Context: an optimization exercise on an open-source flow, tuned for small area, a short achievable clock period and few clock cycles per item. The choices shown serve that exercise and are no tape-out recipe.
At most, simulation tests tie the RTL to the original design; equivalence was not proved.
Function not checked in runs 3 and 7: the RTL went through the layout flow alone.

**flow/design.v**
```verilog
module cordic_engine #(
  parameter int WIDTH       = 16,
  parameter int ANGLE_WIDTH = 16,
  parameter int STAGES      = 14,
  parameter int GUARD       = 2,
  parameter int TAG_WIDTH   = 8
) (
  input  logic                   clock,
  input  logic                   reset,
  input  logic                   in_valid,
  output logic                   in_ready,
  input  logic                   mode_in,
  input  logic signed [WIDTH-1:0] x_in,
  input  logic signed [WIDTH-1:0] y_in,
  input  logic [ANGLE_WIDTH-1:0] angle_in,
  input  logic [TAG_WIDTH-1:0]   tag_in,
  output logic                   out_valid,
  input  logic                   out_ready,
  output logic signed [WIDTH+1:0] x_out,
  output logic signed [WIDTH+1:0] y_out,
  output logic [ANGLE_WIDTH-1:0] angle_out,
  output logic                   mode_out,
  output logic [TAG_WIDTH-1:0]   tag_out
);
  localparam int IW = WIDTH + 2 + GUARD;
  localparam int AW = ANGLE_WIDTH;
  localparam int OW = WIDTH + 2;
  localparam int ADD  = 1;
  localparam int ADDZ = 1;
  localparam logic [AW-1:0] HALF = {1'b1, {(AW-1){1'b0}}};
  function automatic logic [AW-1:0] atan_lut(input int i);
    logic [32:0] a;
    logic [32:0] r;
    case (i)
      0:  a = 33'h20000000;
      1:  a = 33'h12E4051E;
      2:  a = 33'h09FB385B;
      3:  a = 33'h051111D4;
      4:  a = 33'h028B0D43;
      5:  a = 33'h0145D7E1;
      6:  a = 33'h00A2F61E;
      7:  a = 33'h00517C55;
      8:  a = 33'h0028BE53;
      9:  a = 33'h00145F2F;
      10: a = 33'h000A2F98;
      11: a = 33'h000517CC;
      12: a = 33'h00028BE6;
      13: a = 33'h000145F3;
      14: a = 33'h0000A2FA;
      15: a = 33'h0000517D;
      16: a = 33'h000028BE;
      17: a = 33'h0000145F;
      18: a = 33'h00000A30;
      19: a = 33'h00000518;
      20: a = 33'h0000028C;
      21: a = 33'h00000146;
      22: a = 33'h000000A3;
      23: a = 33'h00000051;
      24: a = 33'h00000029;
      25: a = 33'h00000014;
      26: a = 33'h0000000A;
      27: a = 33'h00000005;
      28: a = 33'h00000003;
      29: a = 33'h00000001;
      30: a = 33'h00000001;
      default: a = 33'h0;
    endcase
    r = (a + ((33'd1 << 32) >> (AW + 1))) >> (32 - AW);
    atan_lut = r[AW-1:0];
  endfunction
  function automatic int lo_bit(input int k);
    if (k <= 1)      lo_bit = GUARD;
    else if (k == 2) lo_bit = GUARD - 1;
    else             lo_bit = 0;
    if (lo_bit < 0) lo_bit = 0;
  endfunction
  function automatic int hi_bit(input int k);
    hi_bit = (k == 0) ? WIDTH + GUARD : IW - 1;
  endfunction
  logic en;                        
  logic v [0:STAGES];              
  assign out_valid = v[STAGES];
  assign en        = ~v[STAGES] | out_ready;
  assign in_ready  = en;
  logic signed [IW-1:0] xs [0:STAGES];
  logic signed [IW-1:0] ys [0:STAGES];
  logic [AW-1:0]        zs [0:STAGES];
  logic                 m  [0:STAGES];
  logic [TAG_WIDTH-1:0] ts [0:STAGES];
  logic                 ds [0:STAGES];     
  logic                 dn [0:STAGES];     
  logic signed [IW-1:0] x_pre, y_pre;
  logic [WIDTH:0]       x_neg, y_neg;
  logic                 y_nz;
  logic [AW-1:0]        z_pre;
  logic                 flip;
  assign flip = mode_in ? x_in[WIDTH-1] : (angle_in[AW-1] ^ angle_in[AW-2]);
  cordic_cneg #(.W(WIDTH)) u_nx (.a(x_in), .neg(flip), .y(x_neg), .nz());
  cordic_cneg #(.W(WIDTH)) u_ny (.a(y_in), .neg(flip), .y(y_neg), .nz(y_nz));
  assign x_pre = {{(IW-WIDTH-1-GUARD){x_neg[WIDTH]}}, x_neg, {GUARD{1'b0}}};
  assign y_pre = {{(IW-WIDTH-1-GUARD){y_neg[WIDTH]}}, y_neg, {GUARD{1'b0}}};
  always_comb begin
    if (mode_in) z_pre = flip ? HALF : '0;
    else         z_pre = {angle_in[AW-1] ^ flip, angle_in[AW-2:0]};
  end
  for (genvar k = 0; k <= STAGES; k++) begin : g_st
    localparam int LO = lo_bit(k);
    localparam int HI = hi_bit(k);
    logic signed [IW-1:0] xd, yd;    
    logic [AW-1:0]        zd;
    logic                 md;
    logic                 dd;
    logic [TAG_WIDTH-1:0] td;
    logic                 ld;        
    logic [HI:LO]         xr, yr;
    logic [AW-1:0]        zr;
    logic                 mr;
    logic                 dr, nr;
    logic [TAG_WIDTH-1:0] tr;
    if (k == 0) begin : g_in
      assign xd = x_pre;
      assign yd = y_pre;
      assign zd = z_pre;
      assign md = mode_in;
      assign dd = mode_in ? (y_nz & (y_in[WIDTH-1] ^ x_in[WIDTH-1])) : ~angle_in[AW-2];
      assign td = tag_in;
      assign ld = en;
      always_ff @(posedge clock or posedge reset) begin
        if (reset) v[0] <= 1'b0;
        else if (en) v[0] <= in_valid;
      end
    end else begin : g_it
      localparam int I = k - 1;
      localparam logic [AW-1:0] ATAN = atan_lut(I);
      localparam logic [AW-1:0] NATAN = -atan_lut(I);
      logic [IW:0]          xa, ya;
      logic                 d;
      logic [AW-1:0]        zn;
      assign d   = ds[k-1];
      cordic_add #(.W(IW), .KIND(ADD), .SH(I)) u_x (.a(xs[k-1]), .b(ys[k-1]), .inv(d), .ci(d), .s(xa[IW:1]));
      cordic_add #(.W(IW), .KIND(ADD), .SH(I)) u_y (.a(ys[k-1]), .b(xs[k-1]), .inv(dn[k-1]), .ci(dn[k-1]), .s(ya[IW:1]));
      cordic_add #(.W(AW), .KIND(ADD), .KON(1'b1), .K0(ATAN), .K1(NATAN))
        u_z (.a(zs[k-1]), .b('0), .inv(d), .ci(1'b0), .s(zn));
      assign xa[0] = 1'b0;
      assign ya[0] = 1'b0;
      assign xd = xa[IW:1];
      assign yd = ya[IW:1];
      assign zd = zn;
      assign md = m[k-1];
      assign dd = (k < STAGES) ? (m[k-1] ? ya[IW] : ~zn[AW-1]) : 1'b0;
      assign td = ts[k-1];
      assign ld = en;
      always_ff @(posedge clock or posedge reset) begin
        if (reset) v[k] <= 1'b0;
        else if (en) v[k] <= v[k-1];
      end
    end
    always_ff @(posedge clock) begin
      if (ld) begin
        xr <= xd[HI:LO];
        yr <= yd[HI:LO];
        zr <= zd;
        mr <= md;
        dr <= dd;
        nr <= ~dd;
        tr <= td;
      end
    end
    assign xs[k] = {{(IW-1-HI){xr[HI]}}, xr, {LO{1'b0}}};
    assign ys[k] = {{(IW-1-HI){yr[HI]}}, yr, {LO{1'b0}}};
    assign zs[k] = zr;
    assign m[k]  = mr;
    assign ds[k] = dr;
    assign dn[k] = nr;
    assign ts[k] = tr;
  end
  assign x_out     = xs[STAGES][IW-1:GUARD];
  assign y_out     = ys[STAGES][IW-1:GUARD];
  assign angle_out = zs[STAGES];
  assign mode_out  = m[STAGES];
  assign tag_out   = ts[STAGES];
endmodule
module cordic_add #(
  parameter int W    = 20,
  parameter int KIND = 2,
  parameter int SH   = 0,                
  parameter bit KON  = 1'b0,             
  parameter logic [W-1:0] K0 = '0,       
  parameter logic [W-1:0] K1 = '0        
) (
  input  logic [W-1:0] a,
  input  logic [W-1:0] b,
  input  logic         inv,
  input  logic         ci,
  output logic [W-1:0] s
);
  function automatic int clog2(input int n);
    clog2 = 0;
    while ((1 << clog2) < n) clog2++;
  endfunction
  localparam int L = clog2(W);
  function automatic bit comp(input int l, input int i);
    comp = (KIND == 1) ? (((i >> l) & 1) == 1) : (i >= (1 << l));
  endfunction
  function automatic int partner(input int l, input int i);
    partner = (KIND == 1) ? ((i >> l) << l) - 1 : i - (1 << l);
  endfunction
  function automatic int ones(input int n);
    ones = 0;
    for (int m = 0; m < 8; m++) ones += (n >> m) & 1;
  endfunction
  function automatic bit pol(input int l, input int i);
    if (KIND == 1) pol = ones(i & ((1 << l) - 1)) % 2 == 1;
    else           pol = ((i == 0) ? 0 : ((clog2(i + 1) < l) ? clog2(i + 1) : l)) % 2 == 1;
  endfunction
  function automatic bit isp(input int l, input int j);
    if (KIND == 1) isp = ((j + 1) % (1 << l) == 0) && ((((j + 1) >> l) & 1) == 1) && (j + 1 < W);
    else           isp = j + (1 << l) < W;
  endfunction
  logic [W-1:0] bb, p, g;
  logic [W-1:0] gg [0:L];
  logic [W-1:0] pp [0:L];
  logic [W-1:0] gx [0:L];    
  logic [W-1:0] px [0:L];
  if (KON) begin : g_k
    for (genvar i = 0; i < W; i++) begin : g_b
      if (K0[i] == K1[i]) begin : g_c
        assign bb[i] = K0[i];
      end else if (K1[i]) begin : g_t
        assign bb[i] = inv;
      end else begin : g_f
        assign bb[i] = ~inv;
      end
    end
  end else begin : g_v
    logic [W-1:0] bs;
    logic         sx;
    assign sx = b[W-1] ^ inv;
    for (genvar i = 0; i < W; i++) begin : g_bs
      assign bs[i] = (i + SH < W) ? b[i + SH] : b[W-1];
    end
    for (genvar i = 0; i < W; i++) begin : g_b
      if (i >= W - 1 - SH) begin : g_s
        assign bb[i] = sx;
      end else begin : g_d
        assign bb[i] = bs[i] ^ inv;
      end
    end
  end
  assign p  = a ^ bb;
  assign g  = a & bb;
  if (KON) begin : g_c0
    assign gg[0][0] = g[0];                  
  end else begin : g_c0
    cordic_cy0 u_c (.a(a[0]), .b(b[SH]), .inv(inv), .g(gg[0][0]));
  end
  assign gg[0][W-1:1] = g[W-1:1];
  assign pp[0] = p;
  for (genvar l = 0; l < L; l++) begin : g_lv
    for (genvar i = 0; i < W; i++) begin : g_b
      localparam int  J  = partner(l, i);
      localparam bit  PI = pol(l, i);
      localparam bit  DO = comp(l, i);
      localparam bit  FIN = (J < (1 << l));    
      localparam bit  PJ = (DO && J >= 0) ? pol(l, J) : 1'b0;
      if (DO && J >= 0) begin : g_c
        logic gl, pl;
        if (PJ == PI) begin : g_same
          assign gl = gg[l][J];
          assign pl = pp[l][J];
        end else begin : g_flip
          assign gl = gx[l][J];
          assign pl = px[l][J];
        end
        if (FIN) begin : g_gray
          if (PI) begin : g_o
            cordic_goai u_c (.gh(gg[l][i]), .ph(pp[l][i]), .gl(gl), .g(gg[l+1][i]));
          end else begin : g_a
            cordic_gaoi u_c (.gh(gg[l][i]), .ph(pp[l][i]), .gl(gl), .g(gg[l+1][i]));
          end
          assign pp[l+1][i] = 1'b0;
        end else begin : g_black
          if (PI) begin : g_o
            cordic_boai u_c (.gh(gg[l][i]), .ph(pp[l][i]), .gl(gl), .pl(pl),
                             .g(gg[l+1][i]), .p(pp[l+1][i]));
          end else begin : g_a
            cordic_baoi u_c (.gh(gg[l][i]), .ph(pp[l][i]), .gl(gl), .pl(pl),
                             .g(gg[l+1][i]), .p(pp[l+1][i]));
          end
        end
      end else begin : g_pass
        assign gg[l+1][i] = gg[l][i];
        assign pp[l+1][i] = pp[l][i];
      end
      if (isp(l, i)) begin : g_x
        cordic_inv u_gx (.a(gg[l][i]), .y(gx[l][i]));
        cordic_inv u_px (.a(pp[l][i]), .y(px[l][i]));
      end else begin : g_nx
        assign gx[l][i] = 1'b0;
        assign px[l][i] = 1'b0;
      end
    end
  end
  logic [W-1:0] c, cp;
  assign c = {gg[L][W-2:0], ci};
  for (genvar i = 0; i < W; i++) begin : g_s
    localparam bit PC = (i == 0) ? 1'b0 : pol(L, i - 1);
    assign s[i] = p[i] ^ c[i] ^ PC;
  end
endmodule
module cordic_baoi (
  input  logic gh, ph, gl, pl,
  output logic g, p
);
  assign g = ~(gh | (ph & gl));
  assign p = ~(ph & pl);
endmodule
module cordic_boai (
  input  logic gh, ph, gl, pl,
  output logic g, p
);
  assign g = ~(gh & (ph | gl));
  assign p = ~(ph | pl);
endmodule
module cordic_gaoi (
  input  logic gh, ph, gl,
  output logic g
);
  assign g = ~(gh | (ph & gl));
endmodule
module cordic_goai (
  input  logic gh, ph, gl,
  output logic g
);
  assign g = ~(gh & (ph | gl));
endmodule
module cordic_inv (
  input  logic a,
  output logic y
);
  assign y = ~a;
endmodule
module cordic_cneg #(
  parameter int W = 16
) (
  input  logic [W-1:0] a,
  input  logic         neg,
  output logic [W:0]   y,
  output logic         nz
);
  function automatic int clog2(input int n);
    clog2 = 0;
    while ((1 << clog2) < n) clog2++;
  endfunction
  localparam int L = clog2(W);
  logic [W:0] ae;
  logic [W-1:0] oo [0:L];     
  assign ae = {a[W-1], a};
  assign oo[0] = a;
  for (genvar l = 0; l < L; l++) begin : g_lv
    for (genvar i = 0; i < W; i++) begin : g_b
      if (((i >> l) & 1) == 1) begin : g_o
        cordic_or u_o (.a(oo[l][i]), .b(oo[l][((i >> l) << l) - 1]), .y(oo[l+1][i]));
      end else begin : g_p
        assign oo[l+1][i] = oo[l][i];
      end
    end
  end
  assign nz   = oo[L][W-1];
  assign y[0] = a[0];
  for (genvar i = 1; i <= W; i++) begin : g_y
    logic t;
    cordic_and u_t (.a(neg), .b(oo[L][i-1]), .y(t));
    cordic_xor u_y (.a(ae[i]), .b(t), .y(y[i]));
  end
endmodule
module cordic_or (
  input  logic a,
  input  logic b,
  output logic y
);
  assign y = a | b;
endmodule
module cordic_and (
  input  logic a,
  input  logic b,
  output logic y
);
  assign y = a & b;
endmodule
module cordic_xor (
  input  logic a,
  input  logic b,
  output logic y
);
  assign y = a ^ b;
endmodule
module cordic_cy0 (
  input  logic a,
  input  logic b,
  input  logic inv,
  output logic g
);
  assign g = inv ? (a | ~b) : (a & b);
endmodule
```
**flow/run.sh**
```bash
#!/bin/bash
# synth_recipe.tcl (not shown) runs the flow's synth.tcl, then flattens the netlist and writes it again
# the make line also repeats each setting of config.mk as NAME=value (left out here)
make -C /OpenROAD-flow-scripts/flow DESIGN_CONFIG=/design/flow/config.mk WORK_HOME=/design/flow/orfs CLKGATE_MAP_FILE= SYNTH_SCRIPT=/design/flow/synth_recipe.tcl finish
```
**flow/config.mk**
```make
export PLATFORM = sky130hd
export DESIGN_NAME = cordic_engine
export DESIGN_NICKNAME = cordic_engine
export VERILOG_FILES = /design/flow/design.v
export SDC_FILE = /design/flow/constraint.sdc
export NUM_CORES = 4
export LEC_CHECK = 0
export CAP_MARGIN = 20
export CORE_MARGIN = 2
export CORE_UTILIZATION = 55
export PLACE_DENSITY = 0.7
export SETUP_SLACK_MARGIN = 2.2
export SLEW_MARGIN = 20
export SYNTH_HIERARCHICAL = 1
export SYNTH_MINIMUM_KEEP_SIZE = 0
```
**flow/constraint.sdc**
```tcl
create_clock -name core_clock -period 5.0 [get_ports {clock}]
set_input_delay 1.0000 -clock core_clock [delete_from_list [all_inputs] [get_ports {clock}]]
set_output_delay 1.0000 -clock core_clock [all_outputs]
set_load 0.01 [all_outputs]
```
==> results of run 1 <==
state kept, by name, summed over array words and instances (netlist names):
signal / count
g_st.mr: 15
v: 15
g_st.tr: 120
g_st.zr: 240
g_st.dr: 14
g_st.nr: 14
g_st.yr: 292
g_st.xr: 292
critical path: stages, from the launching register on:
cell,delay (ns)
edfxtp_1,0.44
buf_6,0.17
buf_6,0.12
xor2_1,0.15
ha_1,0.36
nand2_2,0.11
o21ai_2,0.17
a21oi_4,0.07
o21ai_2,0.22
inv_2,0.06
o21ai_2,0.18
xnor2_2,0.10
xnor2_2,0.14
buf_6,0.14
a21o_1,0.15
routing by layer:
layer  up-vias  track usage  share of wire
li1      21792            -              -
met1     20718        0.215           0.39
met2       515        0.382           0.55
met3       249       0.0249          0.027
met4         0       0.0782          0.036
met5         -            0              0
cells in the final DEF (no fill, tap or decap), drive strengths merged, types with 16 or more instances in the layout:
cell type and count:
edfxtp 987, a21oi 909, xor2 751, ha 681, inv 572, nand2 534, o21ai 533, xnor2 460
buf 432, nor2 209, clkbuf 136, clkdlybuf4s50 121, or2 65, conb 57, clkinv 46, mux2 42
and2 32, nor2b 16
stage by stage:
step	area, um^2	hold slack (ns)	instances
floorplan	68500	0.400	5941
CTS	78000	0.417	8080
global route	81700	0.421	8288
finish	81700	0.414	8288
detailed placement	71500	0.405	7684
global placement	71500	0.401	7684
layout make-up:
type,instances,area share
clock buffer,130,0.0352
clock inverter,74,0.00812
inverter,565,0.0260
multi-input combinational,4319,0.474
sequential,1002,0.367
tap,1637,0.0251
timing repair buffer,561,0.0638
worst max path at each step:
stage | to | slack, ns | depth (start not counted)
after floorplan | g_st[0].dr | -11.68 | 4
after global placement | in_ready | 1.04 | 4
after detailed placement | in_ready | 1.00 | 4
after CTS | g_st[5].dr | 2.18 | 14
after global routing | g_st[4].dr | 2.04 | 14
final | g_st[4].dr | 2.17 | 14
timing repair:
item,CTS,global route
pin swaps,125,274
setup buffers,188,201
endpoints found under the setup margin,811,133
cloned,4,6
gates resized for setup,262,347
==> summary.txt, run 1 <==
outcome -> timing/DRC/antenna clean
post-route ant nets -> 0
GPL Wtd Cong -> 0.848
n_diodes -> 0
initial drt markers -> 1828
max_slew headroom -> 0.323
first-pass GRT wire length -> 205 mm
DRT Pass-1 Iters -> 5
Post-Syn Instances -> 5890
Worst R2R Setup Slack -> 2.17 ns
cts hold-fix bufs -> 0
antenna violations before repair -> 0
Setup crit end kind -> register
worst skew pair latency -> 0.72 ns
critical path data arrival time -> 3.30 ns
largest net degree at the start of global routing -> 199
I/O Pins -> 124
port bufs -> 123
Worst setup SP type -> register
CTS H-Tree Depth -> 3
Crit Path Class -> reg2reg
worst slack, placed -> 1.00 ns
Util after Layout -> 0.662
setup tns final -> 0 ns
skew final -> 0.0186 ns
Routed WL -> 129 mm
share of layout cells above drive strength 1 -> 0.322
Reg2Reg Depth -> 14
x dimension of the die -> 356 um
GRT overflow -> 0
initial core utilization -> 0.553
Layout area overhead -> 19.8%
Final Net Count -> 7302
Multi-input gate area -> 38700 um^2
sequential cell area -> 30000 um^2
root buf cell -> clkbuf_16
fin. max-slew vios -> 0
Via Count -> 43274
Worst Hold Path EP -> g_st[10].tr[1]
vias in the first global route -> 43348
Core Box Area -> 123000 um^2
hold path depth -> 0
final setup fails -> 0
DIE HEIGHT -> 356 um
TritonCTS Sinks -> 1002
CP startpoint -> g_st[3].nr
FILL cells -> 9085
setup ws final -> 2.17 ns
Fin. Hold Viols -> 0
Crit path required time -> 5.47 ns
Avg Cell Area, Syn -> 11.6 um^2
Via density -> 5.22
Worst Tran Pin Value -> 1.02 ns
DIE AREA -> 127000 um^2
DPL Wire Length -> 89.5 mm
crit path time final -> 2.83 ns
TritonCTS clock tree -> built
Remaining DRCs -> 0
TritonCTS buffer count -> 111
period utilization -> 0.566
Max-cap violations -> 0
fmax -> 353 MHz
clock tree buffer depth -> 3
Hold Path Class -> reg2reg
row count -> 129
clock slew at reported path FFs -> 0.06 ns
synthesized area -> 68200 um^2
reg2reg start -> g_st[3].nr
Worst Path Max Fanout -> 5
Worst Hold Launch -> g_st[9].tr[1]
unrepaired setup endpoints after global routing -> yes
R2R Path End -> g_st[4].dr
Avg WL per Cell -> 15.6 um
GRT Total Usage -> 0.197
yosys warns -> 278
Testbench counts, summed over its fixed seeds: cycles 3,320, items 3,200.
==> run 2, diff against run 1 <==
--- a/flow/config.mk
+++ b/flow/config.mk
@@ -8,6 +8,7 @@
 export CAP_MARGIN = 20
 export CORE_MARGIN = 2
-export CORE_UTILIZATION = 55
-export PLACE_DENSITY = 0.7
+export CORE_UTILIZATION = 65
+export CTS_BUF_LIST = sky130_fd_sc_hd__clkbuf_8
+export PLACE_DENSITY = 0.8
 export SETUP_SLACK_MARGIN = 2.2
 export SLEW_MARGIN = 20
==> run 2 against run 1 <==
  * Still clean on timing, DRC and antenna
  * Worst hold slack got worse by 0.0042 ns
  * Register-to-register slack about the same
  * Die area decreased by 15%
  * Core utilization increased by 11 points
  * Clock skew increased by 0.027 ns
  * Setup slack got worse by 0.011 ns
  * Routed wire length increased by 4.7%
  * Count of clock-buffer cells in the layout increased by 45
  * Non-clock buffer count decreased by 25
  * Critical path depth decreased by 2
  * Critical path type unchanged
==> summary.txt, run 2 <==
outcome -> timing/DRC/antenna clean
R2R Path End -> g_st[9].nr
I/O Pins -> 124
largest net degree at the start of global routing -> 181
GRT Total Usage -> 0.235
Hold Path Class -> reg2reg
DPL Wire Length -> 90.6 mm
skew final -> 0.0454 ns
GRT overflow -> 0
worst skew pair latency -> 0.88 ns
Worst Hold Path EP -> g_st[8].tr[6]
TritonCTS clock tree -> built
GPL Wtd Cong -> 0.848
antenna violations before repair -> 2
TritonCTS buffer count -> 168
TritonCTS Sinks -> 1002
Routed WL -> 135 mm
max_slew headroom -> 0.249
fin. max-slew vios -> 0
most common cell after layout, fill and taps aside -> edfxtp_1
Worst Hold Launch -> g_st[7].tr[6]
initial core utilization -> 0.657
Core Box Area -> 104000 um^2
Remaining DRCs -> 0
row count -> 118
period utilization -> 0.569
unrepaired setup endpoints after global routing -> yes
DIE HEIGHT -> 328 um
root buf cell -> clkbuf_8
Worst R2R Setup Slack -> 2.16 ns
DIE AREA -> 108000 um^2
Layout area overhead -> 18.2%
synthesized area -> 68200 um^2
Worst Path Max Fanout -> 13
critical path data arrival time -> 3.43 ns
crit path time final -> 2.84 ns
Final Net Count -> 7334
hold path depth -> 0
post-route ant nets -> 0
cts hold-fix bufs -> 0
WHS -> 0.410 ns
Worst Tran Pin Value -> 1.13 ns
Via density -> 5.46
setup tns final -> 0 ns
Avg Cell Area, Syn -> 11.6 um^2
Avg WL per Cell -> 16.7 um
Crit Path Class -> reg2reg
Worst setup SP type -> register
Regs by FF count -> g_st.xr: 292 flops, g_st.yr: 292 flops, g_st.zr: 240 flops
first-pass GRT wire length -> 206 mm
Fin. Hold Viols -> 0
Crit path required time -> 5.59 ns
yosys warns -> 278
Post-Syn Instances -> 5890
vias in the first global route -> 44360
final setup fails -> 0
port bufs -> 123
DRT Pass-1 Iters -> 5
fmax -> 352 MHz
Setup crit end kind -> register
x dimension of the die -> 328 um
Via Count -> 44334
CTS H-Tree Depth -> 4
clock slew at reported path FFs -> 0.07 ns
initial drt markers -> 2442
Reg2Reg Depth -> 12
reg2reg start -> g_st[8].nr
most frequent cells in the layout -> edfxtp_1 (987), a21oi_2 (826), xor2_1 (716)
share of layout cells above drive strength 1 -> 0.315
clock tree buffer depth -> 3
Max-cap violations -> 0
==> run 2: worst max path at each step <==
stage          depth (start not counted)  slack, ns       start              end
6_report                              12       2.16  g_st[8].nr       g_st[9].nr
3_5_place_dp                           6       1.09   out_ready  g_st[14].zr[15]
3_3_place_gp                           6       1.15   out_ready  g_st[13].zr[15]
5_1_grt                               13       2.04  g_st[7].nr       g_st[8].dr
4_1_cts                                4       2.11   out_ready         in_ready
2_1_floorplan                          4     -11.68   out_ready       g_st[0].dr
==> run 2: repair_timing <==
action / 4_1_cts / 5_1_grt
cloned: 2 / 7
endpoints found under the setup margin: 502 / 180
gates resized for setup: 221 / 354
pin swaps: 55 / 250
buffers inserted: 137 / 230
==> run 2: cell type report <==
cell class	count	area [um^2]
Timing Repair Buffer	536	5080
Antenna cell	2	5.00
Sequential cell	1002	30000
Tap cell	1380	1730
Clock buffer	175	2410
Clock inverter	137	713
Fill cell	6141	23200
Multi-Input combinational cell	4319	38500
Inverter	565	2120
==> run 2: stage by stage <==
step                utilization  instance area [um^2]  instances  setup WS, ns
finish                    0.777                 80600       8116          2.16
global route              0.777                 80600       8116          2.04
CTS                       0.740                 76800       7877          2.11
detailed placement        0.686                 71200       7426          1.09
global placement          0.686                 71200       7426          1.15
floorplan                     -                 68500       5941        -11.68
==> run 2: worst max-delay path: stages, from the launching register on <==
cell and delay [ns]:
edfxtp_1 0.44, buf_12 0.19, xor2_1 0.17, ha_1 0.31, a21oi_2 0.26, o21ai_4 0.11
a21oi_4 0.28, o21ai_4 0.10, inv_1 0.12, o21ai_2 0.08, xnor2_1 0.14, xnor2_1 0.27
a21oi_1 0.11
==> run 2: per-layer routing <==
layer  GRT usage  up-vias  routed length (um)
li1            -    21896                   -
met1       0.256    21325               52500
met2       0.444      803               73300
met3      0.0396      310                4820
met4       0.106        0                4870
met5           0        -                   0
==> run 3, diff against run 2 <==
--- a/flow/design.v
+++ b/flow/design.v
@@ -89,5 +89,4 @@
   logic [TAG_WIDTH-1:0] ts [0:STAGES];
   logic                 ds [0:STAGES];     
-  logic                 dn [0:STAGES];     
   logic signed [IW-1:0] x_pre, y_pre;
   logic [WIDTH:0]       x_neg, y_neg;
@@ -116,5 +115,5 @@
     logic [AW-1:0]        zr;
     logic                 mr;
-    logic                 dr, nr;
+    logic                 dr;
     logic [TAG_WIDTH-1:0] tr;
     if (k == 0) begin : g_in
@@ -139,5 +138,5 @@
       assign d   = ds[k-1];
       cordic_add #(.W(IW), .KIND(ADD), .SH(I)) u_x (.a(xs[k-1]), .b(ys[k-1]), .inv(d), .ci(d), .s(xa[IW:1]));
-      cordic_add #(.W(IW), .KIND(ADD), .SH(I)) u_y (.a(ys[k-1]), .b(xs[k-1]), .inv(dn[k-1]), .ci(dn[k-1]), .s(ya[IW:1]));
+      cordic_add #(.W(IW), .KIND(ADD), .SH(I)) u_y (.a(ys[k-1]), .b(xs[k-1]), .inv(~d), .ci(~d), .s(ya[IW:1]));
       cordic_add #(.W(AW), .KIND(ADD), .KON(1'b1), .K0(ATAN), .K1(NATAN))
         u_z (.a(zs[k-1]), .b('0), .inv(d), .ci(1'b0), .s(zn));
@@ -163,5 +162,4 @@
         mr <= md;
         dr <= dd;
-        nr <= ~dd;
         tr <= td;
       end
@@ -172,5 +170,4 @@
     assign m[k]  = mr;
     assign ds[k] = dr;
-    assign dn[k] = nr;
     assign ts[k] = tr;
   end
@@ -250,10 +247,5 @@
   assign p  = a ^ bb;
   assign g  = a & bb;
-  if (KON) begin : g_c0
-    assign gg[0][0] = g[0];                  
-  end else begin : g_c0
-    cordic_cy0 u_c (.a(a[0]), .b(b[SH]), .inv(inv), .g(gg[0][0]));
-  end
-  assign gg[0][W-1:1] = g[W-1:1];
+  assign gg[0] = {g[W-1:1], g[0] | (p[0] & ci)};
   assign pp[0] = p;
   for (genvar l = 0; l < L; l++) begin : g_lv
@@ -396,10 +388,2 @@
   assign y = a ^ b;
 endmodule
-module cordic_cy0 (
-  input  logic a,
-  input  logic b,
-  input  logic inv,
-  output logic g
-);
-  assign g = inv ? (a | ~b) : (a & b);
-endmodule
--- a/flow/config.mk
+++ b/flow/config.mk
@@ -8,7 +8,6 @@
 export CAP_MARGIN = 20
 export CORE_MARGIN = 2
-export CORE_UTILIZATION = 65
-export CTS_BUF_LIST = sky130_fd_sc_hd__clkbuf_8
-export PLACE_DENSITY = 0.8
+export CORE_UTILIZATION = 55
+export PLACE_DENSITY = 0.7
 export SETUP_SLACK_MARGIN = 2.2
 export SLEW_MARGIN = 20
==> run 3 against run 2 <==
  * Setup slack improved by 0.011 ns
  * Sequential share of layout area decreased by 1.1 points
  * Clock skew decreased by 0.0025 ns
  * Global-route usage decreased by 3.6 points
  * Cell count increased by 2.7%
  * Critical path type unchanged
  * Largest cell class unchanged
==> summary.txt, run 3 <==
outcome -> timing/DRC/antenna clean
WHS -> 0.410 ns
final setup fails -> 0
Via density -> 5.18
DPL Wire Length -> 91.7 mm
n_diodes -> 0
Util after Layout -> 0.664
Avg Cell Area, Syn -> 11.4 um^2
FILL cells -> 8962
initial drt markers -> 1893
Regs by FF count -> g_st.xr: 292 flops, g_st.yr: 292 flops, g_st.zr: 240 flops
root buf cell -> clkbuf_16
largest net degree at the start of global routing -> 147
GRT Total Usage -> 0.199
critical path, cell by cell -> buf_8 -> inv_8 -> buf_4 -> xor2_1 -> ha_1 -> nand2_1 -> nor2_2 -> a21oi_4 -> o21ai_4 -> inv_1 -> o21ai_2 -> xnor2_2 -> xnor2_1 -> buf_4 -> nand2_1 -> o21ai_1
most common cell after layout, fill and taps aside -> edfxtp_1
Remaining DRCs -> 0
first-pass GRT wire length -> 207 mm
clock tree buffer depth -> 3
Via Count -> 43206
Core Box Area -> 123000 um^2
unrepaired setup endpoints after global routing -> yes
crit path to -> g_st[6].dr
port bufs -> 123
Worst R2R Setup Slack -> 2.17 ns
most frequent cells in the layout -> edfxtp_1 (973), a21oi_2 (816), inv_1 (671)
setup ws final -> 2.17 ns
Worst Path Max Fanout -> 7
R2R Path End -> g_st[6].dr
max_slew headroom -> 0.365
Worst setup SP type -> register
DIE AREA -> 127000 um^2
period utilization -> 0.566
Buf/Inv on CP -> 5
I/O Pins -> 124
placed cell area -> 71700 um^2
CP startpoint -> g_st[5].dr
fin. max-slew vios -> 0
x dimension of the die -> 356 um
Crit path required time -> 5.44 ns
Setup crit end kind -> register
skew final -> 0.0430 ns
DIE HEIGHT -> 356 um
antenna violations before repair -> 2
final standard cell area without fillers -> 81900 um^2
worst skew pair latency -> 0.74 ns
Max-cap violations -> 0
Post-Syn Instances -> 5978
initial core utilization -> 0.553
Crit Path Class -> reg2reg
worst slack, placed -> 1.09 ns
cts hold-fix bufs -> 0
clock slew at reported path FFs -> 0.06 ns
Fin. Hold Viols -> 0
GRT overflow -> 0
row count -> 129
Top Usage Layer GRT -> met2
Layout area overhead -> 20.2%
yosys warns -> 276
synthesized area -> 68100 um^2
CP delay by family, top -> buffers and inverters
Hold Path Class -> reg2reg
vias in the first global route -> 43176
max incr delay on CP -> 0.36 ns
post-route ant nets -> 0
reg2reg start -> g_st[5].dr
Worst Tran Pin Value -> 0.953 ns
setup tns final -> 0 ns
critical path depth -> 16
fmax -> 353 MHz
critical path data arrival time -> 3.27 ns
M3 GR Usage -> 0.0232
CTS H-Tree Depth -> 3
DRT Pass-1 Iters -> 6
Final Net Count -> 7387
grt met1 use -> 0.227
Routed WL -> 131 mm
TritonCTS Sinks -> 988
crit path time final -> 2.83 ns
TritonCTS clock tree -> built
Reg2Reg Depth -> 16
critical path's slowest cell -> ha_1
met2 Usage GRT -> 0.385
TritonCTS buffer count -> 109
share of layout cells above drive strength 1 -> 0.312
Avg WL per Cell -> 15.8 um
GPL Wtd Cong -> 0.858
[run 3: worst min path at each step]
stage	startpoint	end	slack, ns	cells after the start
after global placement	g_st[10].tr[7]	g_st[11].tr[7]	0.40	0
after global routing	g_st[10].tr[1]	g_st[11].tr[1]	0.42	0
final	g_st[13].tr[3]	g_st[14].tr[3]	0.41	0
after CTS	g_st[10].tr[1]	g_st[11].tr[1]	0.41	0
after detailed placement	g_st[12].tr[4]	g_st[13].tr[4]	0.40	0
after floorplan	g_st[9].tr[0]	g_st[10].tr[0]	0.40	0
[run 3: final cells by class]
cell class                      count  area, um^2  share of cell area
Timing Repair inverter             10        81.3            0.000993
Clock buffer                      148        2990              0.0365
Tap cell                         1637        2050              0.0250
Multi-Input combinational cell   4265       38800               0.473
Clock inverter                     56         607             0.00741
Timing Repair Buffer              508        5000              0.0610
Sequential cell                   988       29600               0.361
Inverter                          721        2830              0.0346
[run 3: routing by layer]
layer	vias up	wire length [um]
met5	-	0
met2	555	71000
li1	21778	-
met3	180	3910
met4	0	3060
met1	20693	53400
[run 3: worst register-to-register path, stage by stage, from the launching register on]
cell      delay [ns]
edfxtp_1        0.35
buf_8           0.18
inv_8           0.08
buf_4           0.14
xor2_1          0.17
ha_1            0.36
nand2_1         0.12
nor2_2          0.16
a21oi_4         0.09
o21ai_4         0.18
inv_1           0.09
o21ai_2         0.15
xnor2_2         0.08
xnor2_1         0.13
buf_4           0.14
nand2_1         0.06
o21ai_1         0.07
[run 3: timing repair]
item | 4_1_cts | 5_1_grt
pin swaps | 96 | 247
gates resized for setup | 256 | 419
cloned | 11 | 11
setup endpoints to repair | 555 | 304
setup buffers | 146 | 193
endpoints found under the hold margin | 0 | 0
[run 3: per-stage QoR]
step	cells
after floorplan	6024
final	8333
after detailed placement	7768
after global placement	7768
after global routing	8333
after CTS	8129
==> run 4, diff against run 3 <==
--- a/flow/design.v
+++ b/flow/design.v
@@ -78,4 +78,12 @@
     hi_bit = (k == 0) ? WIDTH + GUARD : IW - 1;
   endfunction
+  function automatic bit ypol(input int w);
+    int n, l, lv;
+    lv = 0;
+    while ((1 << lv) < w) lv++;
+    n = 0;
+    for (l = 0; l < lv; l++) n += ((w - 2) >> l) & 1;
+    ypol = n % 2 == 1;
+  endfunction
   logic en;                        
   logic v [0:STAGES];              
@@ -89,4 +97,5 @@
   logic [TAG_WIDTH-1:0] ts [0:STAGES];
   logic                 ds [0:STAGES];     
+  logic                 dn [0:STAGES];     
   logic signed [IW-1:0] x_pre, y_pre;
   logic [WIDTH:0]       x_neg, y_neg;
@@ -115,5 +124,5 @@
     logic [AW-1:0]        zr;
     logic                 mr;
-    logic                 dr;
+    logic                 dr, nr;
     logic [TAG_WIDTH-1:0] tr;
     if (k == 0) begin : g_in
@@ -136,9 +145,12 @@
       logic                 d;
       logic [AW-1:0]        zn;
+      logic                 ypm, ycm;       
+      logic                 dq, dt;
+      localparam bit YCI = ypol(IW);
       assign d   = ds[k-1];
-      cordic_add #(.W(IW), .KIND(ADD), .SH(I)) u_x (.a(xs[k-1]), .b(ys[k-1]), .inv(d), .ci(d), .s(xa[IW:1]));
-      cordic_add #(.W(IW), .KIND(ADD), .SH(I)) u_y (.a(ys[k-1]), .b(xs[k-1]), .inv(~d), .ci(~d), .s(ya[IW:1]));
+      cordic_add #(.W(IW), .KIND(ADD), .SH(I)) u_x (.a(xs[k-1]), .b(ys[k-1]), .inv(d), .ci(d), .s(xa[IW:1]), .pm(), .cm());
+      cordic_add #(.W(IW), .KIND(ADD), .SH(I)) u_y (.a(ys[k-1]), .b(xs[k-1]), .inv(dn[k-1]), .ci(dn[k-1]), .s(ya[IW:1]), .pm(ypm), .cm(ycm));
       cordic_add #(.W(AW), .KIND(ADD), .KON(1'b1), .K0(ATAN), .K1(NATAN))
-        u_z (.a(zs[k-1]), .b('0), .inv(d), .ci(1'b0), .s(zn));
+        u_z (.a(zs[k-1]), .b('0), .inv(d), .ci(1'b0), .s(zn), .pm(), .cm());
       assign xa[0] = 1'b0;
       assign ya[0] = 1'b0;
@@ -147,5 +159,11 @@
       assign zd = zn;
       assign md = m[k-1];
-      assign dd = (k < STAGES) ? (m[k-1] ? ya[IW] : ~zn[AW-1]) : 1'b0;
+      assign dq = m[k-1] ? (ypm ^ YCI) : ~zn[AW-1];
+      cordic_and u_dt (.a(m[k-1]), .b(ycm), .y(dt));
+      if (k < STAGES) begin : g_dd
+        cordic_xor u_dd (.a(dq), .b(dt), .y(dd));
+      end else begin : g_nd
+        assign dd = 1'b0;
+      end
       assign td = ts[k-1];
       assign ld = en;
@@ -162,4 +180,5 @@
         mr <= md;
         dr <= dd;
+        nr <= ~dd;
         tr <= td;
       end
@@ -170,4 +189,5 @@
     assign m[k]  = mr;
     assign ds[k] = dr;
+    assign dn[k] = nr;
     assign ts[k] = tr;
   end
@@ -190,5 +210,7 @@
   input  logic         inv,
   input  logic         ci,
-  output logic [W-1:0] s
+  output logic [W-1:0] s,
+  output logic         pm,     
+  output logic         cm      
 );
   function automatic int clog2(input int n);
@@ -247,5 +269,10 @@
   assign p  = a ^ bb;
   assign g  = a & bb;
-  assign gg[0] = {g[W-1:1], g[0] | (p[0] & ci)};
+  if (KON) begin : g_c0
+    assign gg[0][0] = g[0];                  
+  end else begin : g_c0
+    cordic_cy0 u_c (.a(a[0]), .b(b[SH]), .inv(inv), .g(gg[0][0]));
+  end
+  assign gg[0][W-1:1] = g[W-1:1];
   assign pp[0] = p;
   for (genvar l = 0; l < L; l++) begin : g_lv
@@ -296,4 +323,6 @@
   logic [W-1:0] c, cp;
   assign c = {gg[L][W-2:0], ci};
+  assign pm = p[W-1];
+  assign cm = c[W-1];
   for (genvar i = 0; i < W; i++) begin : g_s
     localparam bit PC = (i == 0) ? 1'b0 : pol(L, i - 1);
@@ -388,2 +417,10 @@
   assign y = a ^ b;
 endmodule
+module cordic_cy0 (
+  input  logic a,
+  input  logic b,
+  input  logic inv,
+  output logic g
+);
+  assign g = inv ? (a | ~b) : (a & b);
+endmodule
==> run 4 against run 3 <==
  * Critical path type unchanged
  * Maximum frequency is 1.8% higher
  * Via count is 0.14% higher
  * Global-route usage up 0.054 points
  * Critical path depth fell by 3
  * Area after synthesis up 0.44%
  * First-iteration DRC count grew 2.0%
  * Still clean on timing, DRC and antenna
==> summary.txt, run 4 <==
skew final -> 0.0203 ns
period utilization -> 0.557
Crit Path Class -> reg2reg
Via Count -> 43266
TritonCTS clock tree -> built
Routed WL -> 130 mm
critical path data arrival time -> 3.26 ns
port bufs -> 123
initial drt markers -> 1931
critical path's slowest cell -> edfxtp_1
row count -> 129
Buf/Inv on CP -> 4
Regs by FF count -> g_st.xr: 292 flops, g_st.yr: 292 flops, g_st.zr: 240 flops
root buf cell -> clkbuf_16
Final Net Count -> 7328
yosys warns -> 278
Worst Tran Pin Value -> 0.951 ns
crit path time final -> 2.78 ns
clock slew at reported path FFs -> 0.06 ns
CP delay by family, top -> compound AO/OA/AOI/OAI gates
share of layout cells above drive strength 1 -> 0.324
reg2reg start -> g_st[12].dr
TritonCTS buffer count -> 114
Fin. Hold Viols -> 0
n_diodes -> 0
Avg Cell Area, Syn -> 11.5 um^2
post-route ant nets -> 0
Hold Path Class -> reg2reg
most common cell after layout, fill and taps aside -> edfxtp_1
GRT overflow -> 0
fmax -> 359 MHz
Worst Path Max Fanout -> 11
GPL Wtd Cong -> 0.845
Worst setup SP type -> register
max incr delay on CP -> 0.41 ns
DRT Pass-1 Iters -> 5
fin. max-slew vios -> 0
I/O Pins -> 124
Setup crit end kind -> register
Via density -> 5.20
DIE HEIGHT -> 357 um
clock tree buffer depth -> 3
first-pass GRT wire length -> 209 mm
setup tns final -> 0 ns
initial core utilization -> 0.554
outcome -> timing/DRC/antenna clean
x dimension of the die -> 357 um
synthesized area -> 68400 um^2
critical path, cell by cell -> buf_4 -> buf_6 -> buf_4 -> xor2_1 -> ha_1 -> a21oi_4 -> o21ai_4 -> a21oi_4 -> o21ai_4 -> inv_1 -> o21ai_1 -> xnor2_1 -> xnor2_1
cts hold-fix bufs -> 0
Worst Hold Launch -> g_st[8].tr[6]
TritonCTS Sinks -> 1002
CTS H-Tree Depth -> 3
Avg WL per Cell -> 15.7 um
DPL Wire Length -> 91.1 mm
Util after Layout -> 0.666
antenna violations before repair -> 0
Core Box Area -> 124000 um^2
Layout area overhead -> 20.3%
Max-cap violations -> 0
CP startpoint -> g_st[12].dr
max_slew headroom -> 0.366
GRT Total Usage -> 0.199
WHS -> 0.413 ns
final setup fails -> 0
Crit path required time -> 5.48 ns
FILL cells -> 9059
Post-Syn Instances -> 5928
largest net degree at the start of global routing -> 183
DIE AREA -> 127000 um^2
worst skew pair latency -> 0.73 ns
most frequent cells in the layout -> edfxtp_1 (987), a21oi_2 (833), xor2_1 (737)
vias in the first global route -> 43673
Remaining DRCs -> 0
unrepaired setup endpoints after global routing -> yes
## run 4: worst paths after layout
kind / end / slack (ns) / cells past startpoint
max in group asynchronous: v[9] / 4.00 / 2
hold / removal: g_st[9].tr[6] / 0.41 / 0
setup reg to reg: g_st[13].xr[19] / 2.22 / 13
min in group asynchronous: v[0] / 0.63 / 2
hold reg to reg: g_st[9].tr[6] / 0.41 / 0
setup / recovery: g_st[13].xr[19] / 2.22 / 13
## run 4: worst register-to-register path, delay by kind of cell, from the launching register on
family,cells,cell delay [ns]
AOI/OAI and AO/OA,5,0.76
DFF,1,0.41
adders and majority gates,1,0.34
xor gates and xnor gates,3,0.44
buffers and inverters,4,0.59
## run 4: metal layers
layer  GRT usage  share of wire
met4      0.0650          0.027
met5           0              0
met1       0.224           0.40
met2       0.387           0.54
met3      0.0237          0.025
## run 4: area by class of cell
class                           instances  area (um^2)  area share
Clock inverter                         78          683     0.00830
Tap cell                             1637         2050      0.0249
Clock buffer                          137         2980      0.0362
Timing Repair inverter                  3         48.8    0.000593
Inverter                              578         2210      0.0268
Sequential cell                      1002        30000       0.365
Timing Repair Buffer                  542         5050      0.0614
Multi-Input combinational cell       4345        39300       0.477
## run 4: timing repair
action | 4_1_cts | 5_1_grt
buffers inserted | 150 | 228
cloned | 4 | 2
setup endpoints to repair | 334 | 82
pin swaps | 67 | 230
gates resized for setup | 257 | 390
## run 4: metrics by stage
step / cell area (um^2) / setup WS (ns) / instances
finish: 82300 / 2.22 / 8322
global route: 82300 / 2.10 / 8322
global placement: 71800 / 1.15 / 7722
CTS: 78200 / 2.10 / 8091
detailed placement: 71800 / 1.10 / 7722
floorplan: 68700 / 0.794 / 5979
Testbench counts of run 4, summed over its fixed seeds: cycles 3,320, items 3,200.
==> run 5, diff against run 4 <==
--- a/flow/config.mk
+++ b/flow/config.mk
@@ -10,5 +10,5 @@
 export CORE_UTILIZATION = 55
 export PLACE_DENSITY = 0.7
-export SETUP_SLACK_MARGIN = 2.2
+export SETUP_SLACK_MARGIN = 1.9
 export SLEW_MARGIN = 20
 export SYNTH_HIERARCHICAL = 1
==> run 5 against run 4 <==
  * Cell count decreased by 3.2%
  * Highest routed layer unchanged
  * First-iteration DRC count decreased by 3.0%
  * Still clean on timing, DRC and antenna
  * Routed wire length decreased by 6.0%
  * Non-clock buffer count decreased by 255
  * Count of clock-buffer cells in the layout unchanged
  * Sequential cell count unchanged
  * Largest cell class unchanged
  * Global-route usage decreased by 0.26 points
  * Worst hold slack got worse by 0.00061 ns
==> summary.txt, run 5 <==
Core Box Area -> 124000 um^2
GRT overflow -> 0
Worst Path Max Fanout -> 14
setup tns final -> 0 ns
Via Count -> 41636
GPL Wtd Cong -> 0.827
initial drt markers -> 1874
cts hold-fix bufs -> 0
crit path time final -> 3.10 ns
Regs by FF count -> g_st.xr: 292 flops, g_st.yr: 292 flops, g_st.zr: 240 flops
n_diodes -> 0
initial core utilization -> 0.554
final setup fails -> 0
Hold Path Class -> reg2reg
DIE AREA -> 127000 um^2
vias in the first global route -> 43030
TritonCTS Sinks -> 1002
port bufs -> 123
Remaining DRCs -> 0
FILL cells -> 9650
fin. max-slew vios -> 0
Post-Syn Instances -> 5928
CP delay by family, top -> buffers and inverters
worst skew pair latency -> 0.72 ns
I/O Pins -> 124
most common cell after layout, fill and taps aside -> edfxtp_1
Setup crit end kind -> output pin
DIE HEIGHT -> 357 um
largest net degree at the start of global routing -> 192
post-route ant nets -> 0
outcome -> timing/DRC/antenna clean
max_slew headroom -> 0.278
DPL Wire Length -> 91.7 mm
CTS H-Tree Depth -> 3
DRT Pass-1 Iters -> 5
# placed instances -> 7725
fmax -> 322 MHz
max incr delay on CP -> 0.45 ns
Multi-input gate area -> 36400 um^2
critical path data arrival time -> 2.10 ns
Worst Tran Pin Value -> 1.08 ns
skew final -> 0.0192 ns
clock slew at reported path FFs -> 0.06 ns
Crit Path Class -> in2out
antenna violations before repair -> 0
Final Net Count -> 7071
Buf/Inv on CP -> 3
clock tree buffer depth -> 3
Max-cap violations -> 0
Via density -> 5.17
unrepaired setup endpoints after global routing -> yes
TritonCTS clock tree -> built
Layout Cells excl Fill -> 8057
synthesized area -> 68400 um^2
Layout area overhead -> 12.5%
first-pass GRT wire length -> 205 mm
most frequent cells in the layout -> edfxtp_1 (987), a21oi_2 (879), xor2_1 (750)
Avg WL per Cell -> 15.2 um
critical path's slowest cell -> clkdlybuf4s50_1
period utilization -> 0.621
Routed WL -> 123 mm
critical path, cell by cell -> clkdlybuf4s50_1 -> nor2b_4 -> clkinv_16 -> dlymetal6s2s_1
final standard cell area without fillers -> 77000 um^2
x dimension of the die -> 357 um
root buf cell -> clkbuf_16
row count -> 129
GRT Total Usage -> 0.197
Crit path required time -> 4.00 ns
placed cell area -> 71700 um^2
share of layout cells above drive strength 1 -> 0.245
Util after Layout -> 0.623
Worst R2R Setup Slack -> 2.02 ns
yosys warns -> 278
sequential cell area -> 30000 um^2
Avg Cell Area, Syn -> 11.5 um^2
TritonCTS buffer count -> 112
Fin. Hold Viols -> 0
Worst setup SP type -> primary input
[run 5: worst reg2reg max path, cell delays in order, from the launching register on]
cell and delay, ns:
edfxtp_1 0.42, buf_12 0.18, buf_4 0.16, xor2_1 0.16
ha_1 0.33, a21oi_2 0.21, o21ai_2 0.09, a21oi_2 0.40
o21ai_2 0.18, inv_1 0.12, o21ai_1 0.10, and2_1 0.16
xor2_1 0.19, inv_1 0.05
[run 5: final timing paths]
kind / startpoint / end / depth (start not counted)
worst max-delay path: out_ready / in_ready / 4
max in group asynchronous: reset / v[9] / 2
min in group asynchronous: reset / v[14] / 2
worst min-delay path: g_st[13].tr[1] / g_st[14].tr[1] / 0
worst max register to register: g_st[7].nr / g_st[8].nr / 13
worst min register to register: g_st[13].tr[1] / g_st[14].tr[1] / 0
[run 5: cell type report]
type                       instances  area share
inverter                         578      0.0286
clock buffer                     137      0.0386
clock inverter                    68     0.00600
multi-input combinational       4345       0.472
sequential                      1002       0.390
timing repair inverter             3    0.000634
timing repair buffer             287      0.0372
tap                             1637      0.0266
[run 5: routing by layer]
layer / vias up / routed length [um] / part of all wire / track usage
met4: 0 / 3620 / 0.030 / 0.0697
li1: 21355 / - / - / -
met5: - / 0 / 0 / 0
met3: 186 / 3110 / 0.025 / 0.0228
met2: 431 / 66300 / 0.54 / 0.381
met1: 19664 / 49500 / 0.40 / 0.219
[run 5: stage by stage]
step | hold WS (ns) | setup WS, ns
2_1_floorplan | 0.400 | 0.794
3_3_place_gp | 0.400 | 1.15
3_5_place_dp | 0.405 | 1.12
4_1_cts | 0.418 | 1.59
5_1_grt | 0.422 | 1.86
6_report | 0.412 | 1.90
[run 5: timing repair]
item	in CTS	in global routing
buffers inserted	89	35
resized for setup	28	103
setup endpoints to repair	119	52
cloned	3	0
pin swaps	9	10
hold endpoints to repair	0	0
==> run 6, diff against run 5 <==
==> flow/config.mk (replaced) <==
export PLATFORM = sky130hd
export DESIGN_NAME = cordic_engine
export DESIGN_NICKNAME = cordic_engine
export VERILOG_FILES = /design/flow/design.v
export SDC_FILE = /design/flow/constraint.sdc
export NUM_CORES = 4
export LEC_CHECK = 0
export CAP_MARGIN = 5
export CORE_MARGIN = 2
export CORE_UTILIZATION = 65
export CTS_BUF_LIST = sky130_fd_sc_hd__clkbuf_8
export PLACE_DENSITY = 0.8
export SETUP_SLACK_MARGIN = 2.2
export SLEW_MARGIN = 5
export SYNTH_HIERARCHICAL = 1
export SYNTH_MINIMUM_KEEP_SIZE = 0
==> run 6 against run 5 <==
  * Still clean
  * Setup slack improved by 0.27 ns
  * Synthesized cell count unchanged
  * Non-clock buffer count rose by 255
  * Clock skew grew 0.013 ns
  * Critical path depth is 8 higher
  * Register-to-register slack improved by 0.15 ns
  * Routed wire length is 13% higher
  * First-iteration DRC count increased by 10%
  * Core utilization up 15 points
==> summary.txt, run 6 <==
period utilization -> 0.566
Worst Hold Path EP -> g_st[14].tr[5]
final setup fails -> 0
setup tns final -> 0 ns
fin. max-slew vios -> 0
GRT overflow -> 0
largest net degree at the start of global routing -> 186
root buf cell -> clkbuf_8
Fin. Hold Viols -> 0
max_slew headroom -> 0.287
critical path's slowest cell -> edfxtp_1
worst slack, placed -> 1.20 ns
hold path depth -> 0
final standard cell area without fillers -> 81500 um^2
setup ws final -> 2.17 ns
synthesized area -> 68400 um^2
Routed WL -> 139 mm
placed cell area -> 71400 um^2
Regs by FF count -> g_st.xr: 292 flops, g_st.yr: 292 flops, g_st.zr: 240 flops
Core Box Area -> 105000 um^2
outcome -> timing/DRC/antenna clean
critical path data arrival time -> 3.43 ns
critical path, cell by cell -> buf_12 -> inv_4 -> ha_1 -> a21oi_2 -> o21ai_2 -> a21oi_2 -> inv_2 -> a21oi_2 -> xnor3_2 -> o21ai_2 -> xor2_1 -> inv_1
Post-Syn Instances -> 5928
share of layout cells above drive strength 1 -> 0.327
port bufs -> 123
Avg Cell Area, Syn -> 11.5 um^2
initial core utilization -> 0.653
clock slew at reported path FFs -> 0.05 ns
worst skew pair latency -> 0.87 ns
Layout area overhead -> 19.1%
Worst Tran Pin Value -> 1.07 ns
Via Count -> 44730
DPL Wire Length -> 92.2 mm
unrepaired setup endpoints after global routing -> yes
post-route ant nets -> 0
clock tree buffer depth -> 3
Remaining DRCs -> 0
GPL Wtd Cong -> 0.850
first-pass GRT wire length -> 211 mm
Hold Path Class -> reg2reg
DRT Pass-1 Iters -> 5
I/O Pins -> 124
Max-cap violations -> 0
Util after Layout -> 0.777
x dimension of the die -> 328 um
Reg2Reg Depth -> 12
CTS H-Tree Depth -> 4
most frequent cells in the layout -> edfxtp_1 (987), a21oi_2 (839), xor2_1 (740)
most common cell after layout, fill and taps aside -> edfxtp_1
vias in the first global route -> 45083
TritonCTS buffer count -> 172
max incr delay on CP -> 0.44 ns
skew final -> 0.0318 ns
Setup crit end kind -> register
Worst Hold Launch -> g_st[13].tr[5]
cts hold-fix bufs -> 0
Avg WL per Cell -> 17.0 um
crit path time final -> 2.83 ns
antenna violations before repair -> 1
initial drt markers -> 2065
TritonCTS Sinks -> 1002
DIE AREA -> 108000 um^2
row count -> 119
R2R Path End -> g_st[3].nr
yosys warns -> 278
Final Net Count -> 7386
reg2reg start -> g_st[2].dr
Worst Path Max Fanout -> 14
Crit Path Class -> reg2reg
fmax -> 353 MHz
DIE HEIGHT -> 328 um
Crit path required time -> 5.60 ns
most numerous cell on the critical path -> a21oi_2
Worst setup SP type -> register
Worst R2R Setup Slack -> 2.17 ns
TritonCTS clock tree -> built
GRT Total Usage -> 0.240
Via density -> 5.48
-- run 6: worst max path at each step --
| stage | startpoint | endpoint | slack (ns) | cells past startpoint |
|---|---|---|---|---|
| after floorplan | out_ready | in_ready | 0.79 | 3 |
| after global placement | out_ready | in_ready | 1.21 | 4 |
| after CTS | g_st[8].dr | g_st[9].nr | 2.13 | 12 |
| after detailed placement | out_ready | in_ready | 1.20 | 4 |
| final | g_st[2].dr | g_st[3].nr | 2.17 | 12 |
| after global routing | g_st[2].dr | g_st[3].nr | 2.05 | 12 |
-- run 6: routing by layer --
metal	share of wire	wire length (um)	global-route usage	vias up
li1	-	-	-	21998
met1	0.38	53500	0.260	21618
met2	0.55	76100	0.463	792
met3	0.031	4260	0.0328	322
met4	0.038	5270	0.101	0
met5	0	0	0	-
-- run 6: area by class of cell --
type / count / area [um^2]
Antenna cell: 1 / 2.50
Clock buffer: 174 / 2390
Clock inverter: 128 / 671
Fill cell: 6272 / 23300
Inverter: 578 / 2210
Multi-Input combinational cell: 4345 / 39300
Sequential cell: 1002 / 30000
Tap cell: 1391 / 1740
Timing Repair Buffer: 542 / 5050
Timing Repair inverter: 3 / 48.8
-- run 6: critical path, delay by kind of cell, from the launching register on --
family	cells	cell delay, ns
flops	1	0.44
fa+ha+maj	1	0.27
buf+inv	4	0.47
compound gates	5	0.87
xor+xnor	2	0.53
-- run 6: timing repair --
item | 4_1_cts | 5_1_grt
cloned | 6 | 5
pin swaps | 55 | 248
buffers inserted | 128 | 248
endpoints found under the setup margin | 457 | 82
gates resized for setup | 234 | 422
-- run 6: per-stage QoR --
step / cells / hold WS [ns]
6_report: 8164 / 0.413
5_1_grt: 8164 / 0.419
4_1_cts: 7910 / 0.413
3_5_place_dp: 7474 / 0.405
3_3_place_gp: 7474 / 0.401
2_1_floorplan: 5979 / 0.400
==> run 7, diff against run 6 <==
--- a/flow/design.v
+++ b/flow/design.v
@@ -147,5 +147,5 @@
       logic                 ypm, ycm;       
       logic                 dq, dt;
-      localparam bit YCI = ypol(IW);
+      localparam bit YCI = ~ypol(IW);
       assign d   = ds[k-1];
       cordic_add #(.W(IW), .KIND(ADD), .SH(I)) u_x (.a(xs[k-1]), .b(ys[k-1]), .inv(d), .ci(d), .s(xa[IW:1]), .pm(), .cm());
@@ -267,20 +267,30 @@
     end
   end
-  assign p  = a ^ bb;
-  assign g  = a & bb;
+  logic [W-1:0] pn, gn;
+  for (genvar i = 0; i < W; i++) begin : g_pg
+    if (KON && K0[i] == K1[i]) begin : g_k
+      assign pn[i] = ~(a[i] ^ K0[i]);
+      assign gn[i] = ~(a[i] & K0[i]);
+    end else begin : g_v
+      cordic_xnor u_p (.a(a[i]), .b(bb[i]), .y(pn[i]));
+      cordic_nand u_g (.a(a[i]), .b(bb[i]), .y(gn[i]));
+    end
+  end
+  assign p = ~pn;
+  assign g = ~gn;
   if (KON) begin : g_c0
-    assign gg[0][0] = g[0];                  
+    assign gg[0][0] = gn[0];                 
   end else begin : g_c0
-    cordic_cy0 u_c (.a(a[0]), .b(b[SH]), .inv(inv), .g(gg[0][0]));
+    cordic_cy0n u_c (.a(a[0]), .b(b[SH]), .inv(inv), .g(gg[0][0]));
   end
-  assign gg[0][W-1:1] = g[W-1:1];
-  assign pp[0] = p;
+  assign gg[0][W-1:1] = gn[W-1:1];
+  assign pp[0] = pn;
   for (genvar l = 0; l < L; l++) begin : g_lv
     for (genvar i = 0; i < W; i++) begin : g_b
       localparam int  J  = partner(l, i);
-      localparam bit  PI = pol(l, i);
+      localparam bit  PI = ~pol(l, i);         
       localparam bit  DO = comp(l, i);
       localparam bit  FIN = (J < (1 << l));    
-      localparam bit  PJ = (DO && J >= 0) ? pol(l, J) : 1'b0;
+      localparam bit  PJ = (DO && J >= 0) ? ~pol(l, J) : 1'b1;
       if (DO && J >= 0) begin : g_c
         logic gl, pl;
@@ -326,6 +336,10 @@
   assign cm = c[W-1];
   for (genvar i = 0; i < W; i++) begin : g_s
-    localparam bit PC = (i == 0) ? 1'b0 : pol(L, i - 1);
-    assign s[i] = p[i] ^ c[i] ^ PC;
+    localparam bit PC = (i == 0) ? 1'b1 : pol(L, i - 1);
+    if (PC) begin : g_n
+      cordic_xnor u_s (.a(pn[i]), .b(c[i]), .y(s[i]));
+    end else begin : g_p
+      cordic_xor u_s (.a(pn[i]), .b(c[i]), .y(s[i]));
+    end
   end
 endmodule
@@ -425,2 +439,24 @@
   assign g = inv ? (a | ~b) : (a & b);
 endmodule
+module cordic_xnor (
+  input  logic a,
+  input  logic b,
+  output logic y
+);
+  assign y = ~(a ^ b);
+endmodule
+module cordic_nand (
+  input  logic a,
+  input  logic b,
+  output logic y
+);
+  assign y = ~(a & b);
+endmodule
+module cordic_cy0n (
+  input  logic a,
+  input  logic b,
+  input  logic inv,
+  output logic g
+);
+  assign g = ~(inv ? (a | ~b) : (a & b));
+endmodule
==> flow/config.mk (replaced) <==
export PLATFORM = sky130hd
export DESIGN_NAME = cordic_engine
export DESIGN_NICKNAME = cordic_engine
export VERILOG_FILES = /design/flow/design.v
export SDC_FILE = /design/flow/constraint.sdc
export NUM_CORES = 4
export LEC_CHECK = 0
export CAP_MARGIN = 20
export CORE_MARGIN = 2
export CORE_UTILIZATION = 55
export PLACE_DENSITY = 0.7
export SETUP_SLACK_MARGIN = 2.2
export SLEW_MARGIN = 20
export SYNTH_HIERARCHICAL = 1
export SYNTH_MINIMUM_KEEP_SIZE = 0
==> run 7 against run 6 <==
  * Still clean
  * Non-clock buffer count decreased by 47
  * Count of clock-buffer cells in the layout decreased by 43
  * Sequential share of layout area decreased by 0.49 points
  * Clock skew decreased by 0.0087 ns
  * Routed wire length decreased by 6.0%
  * Maximum frequency increased by 1.0%
  * Die area increased by 17%
  * Design area increased by 1.3%
  * Core utilization decreased by 10 points
  * Critical path type unchanged
  * Largest cell class unchanged
  * Highest routed layer unchanged
==> summary.txt, run 7 <==
port bufs -> 123
share of layout cells above drive strength 1 -> 0.297
post-route ant nets -> 0
initial drt markers -> 2143
DIE HEIGHT -> 355 um
Worst Hold Path EP -> g_st[1].tr[5]
Reg2Reg Depth -> 13
Worst R2R Setup Slack -> 2.20 ns
Core Box Area -> 122000 um^2
critical path, cell by cell -> buf_12 -> xor2_2 -> xnor2_1 -> o21ai_1 -> a21oi_2 -> o21ai_1 -> buf_4 -> a21oi_4 -> inv_1 -> a21oi_2 -> and2_4 -> xor2_2 -> inv_1
row count -> 128
vias in the first global route -> 44678
worst skew pair latency -> 0.71 ns
I/O Pins -> 124
Regs by FF count -> g_st.xr: 292 flops, g_st.yr: 292 flops, g_st.zr: 240 flops
CP delay by family, top -> compound AO/OA/AOI/OAI gates
skew final -> 0.0231 ns
Worst Tran Pin Value -> 0.961 ns
DRT Pass-1 Iters -> 5
TritonCTS buffer count -> 112
antenna violations before repair -> 0
Remaining DRCs -> 0
period utilization -> 0.560
FILL cells -> 8986
max_slew headroom -> 0.359
Via Count -> 45467
CP startpoint -> g_st[6].nr
Routed WL -> 131 mm
most frequent cells in the layout -> edfxtp_1 (987), nand2_1 (875), xnor2_1 (871)
Crit path required time -> 5.46 ns
Fin. Hold Viols -> 0
largest net degree at the start of global routing -> 191
critical path data arrival time -> 3.26 ns
Worst setup SP type -> register
Layout Cells excl Fill -> 8988
Final Net Count -> 7327
DPL Wire Length -> 89.4 mm
DIE AREA -> 126000 um^2
unrepaired setup endpoints after global routing -> yes
critical path's slowest cell -> edfxtp_1
setup ws final -> 2.20 ns
worst slack, placed -> 1.13 ns
Util after Layout -> 0.677
Multi-input gate area -> 39800 um^2
# placed instances -> 8455
n_diodes -> 0
setup tns final -> 0 ns
GPL Wtd Cong -> 0.830
clock slew at reported path FFs -> 0.06 ns
Worst Hold Launch -> g_st[0].tr[5]
synthesized area -> 67900 um^2
initial core utilization -> 0.556
reg2reg start -> g_st[6].nr
first-pass GRT wire length -> 208 mm
R2R Path End -> g_st[7].nr
Avg Cell Area, Syn -> 10.2 um^2
x dimension of the die -> 355 um
sequential cell area -> 30000 um^2
Layout area overhead -> 21.7%
clock tree buffer depth -> 3
WHS -> 0.400 ns
outcome -> timing/DRC/antenna clean
yosys warns -> 278
root buf cell -> clkbuf_16
fin. max-slew vios -> 0
Hold Path Class -> reg2reg
Buf/Inv on CP -> 4
Via density -> 5.06
Post-Syn Instances -> 6639
Crit Path Class -> reg2reg
GRT Total Usage -> 0.198
crit path time final -> 2.80 ns
Worst Path Max Fanout -> 9
fmax -> 357 MHz
Max-cap violations -> 0
TritonCTS Sinks -> 1002
TritonCTS clock tree -> built
CTS H-Tree Depth -> 3
cts hold-fix bufs -> 0
GRT overflow -> 0
Avg WL per Cell -> 14.5 um
hold path depth -> 0
final setup fails -> 0
Setup crit end kind -> register
max incr delay on CP -> 0.41 ns
most common cell after layout, fill and taps aside -> edfxtp_1
==> run 7: routing by layer <==
layer | track usage | up-vias | wire [um]
met5 | 0 | - | 0
met3 | 0.0256 | 192 | 3410
met2 | 0.396 | 457 | 73300
met4 | 0.0540 | 0 | 3270
li1 | - | 23201 | -
met1 | 0.214 | 21617 | 50700
==> run 7: through the flow <==
step	area, um^2
CTS	77900
detailed placement	71400
global route	82600
global placement	71400
floorplan	68300
finish	82600
==> run 7: worst reg2reg max path: stages (launching register included) <==
cell	delay, ns
edfxtp_1	0.41
buf_12	0.18
xor2_2	0.20
xnor2_1	0.25
o21ai_1	0.16
a21oi_2	0.21
o21ai_1	0.10
buf_4	0.18
a21oi_4	0.20
inv_1	0.10
a21oi_2	0.19
and2_4	0.17
xor2_2	0.15
inv_1	0.06
==> run 7: cell type report <==
type	instances	share of cell area
Timing Repair Buffer	495	0.0569
Timing Repair inverter	2	0.000152
Clock buffer	131	0.0351
Inverter	619	0.0285
Sequential cell	1002	0.363
Tap cell	1625	0.0246
Clock inverter	80	0.00986
Multi-Input combinational cell	5034	0.481
==> run 7: worst max-delay path by stage <==
stage | slack [ns] | cells after the start | endpoint
after floorplan | -11.68 | 4 | g_st[0].dr
after global placement | 1.17 | 5 | g_st[14].yr[14]
after detailed placement | 1.13 | 5 | g_st[14].yr[15]
after CTS | 1.98 | 4 | in_ready
after global routing | 2.03 | 14 | g_st[7].nr
final | 2.20 | 13 | g_st[7].nr
==> run 7: repair_timing <==
| action | 4_1_cts | 5_1_grt |
|---|---|---|
| endpoints found under the hold margin | 0 | 0 |
| cloned | 7 | 8 |
| pin swaps | 71 | 142 |
| setup buffers | 109 | 198 |
| setup endpoints to repair | 682 | 526 |
| gates resized for setup | 249 | 468 |

-- port drivers added, routing unchanged --
In the flow no input, the clock included, has a driving cell. The finished layouts below were timed again as built, in two steps. Step 1: set_driving_cell puts a clkbuf_16 on clock and a buf_2 on each other input, an assumption about the parent block. Step 2 times the ports against the registers' clock, not the clock port: input delays grow and output delays shrink by t, the midpoint of the rising clock arrivals with the driver on. Slacks: ideal ports / drivers / drivers and shift; pairs: ideal ports / drivers.
run | t (ns) | setup slack, ns | worst hold slack (ns) | cell pins on the clock port's net
run 1 | 0.783 | 2.168 / 2.168 / 1.614 | 0.414 / 0.414 / 0.414 | 1
run 2 | 0.922 | 2.157 / 2.157 / 1.637 | 0.410 / 0.410 / 0.410 | 1
run 3 | 0.784 | 2.168 / 2.168 / 1.800 | 0.410 / 0.410 / 0.410 | 1
run 4 | 0.789 | 2.217 / 2.217 / 1.710 | 0.413 / 0.413 / 0.413 | 1
run 5 | 0.778 | 1.897 / 1.875 / 1.458 | 0.412 / 0.412 / 0.412 | 1
run 6 | 0.911 | 2.170 / 2.170 / 1.614 | 0.413 / 0.413 / 0.413 | 1
run 7 | 0.774 | 2.199 / 2.199 / 1.810 | 0.400 / 0.400 / 0.400 | 1
After both steps setup and hold are still met in every run listed. The setup slack of run 6, which loses most, moves by 0.000 ns with the drivers and by -0.556 ns with both steps.
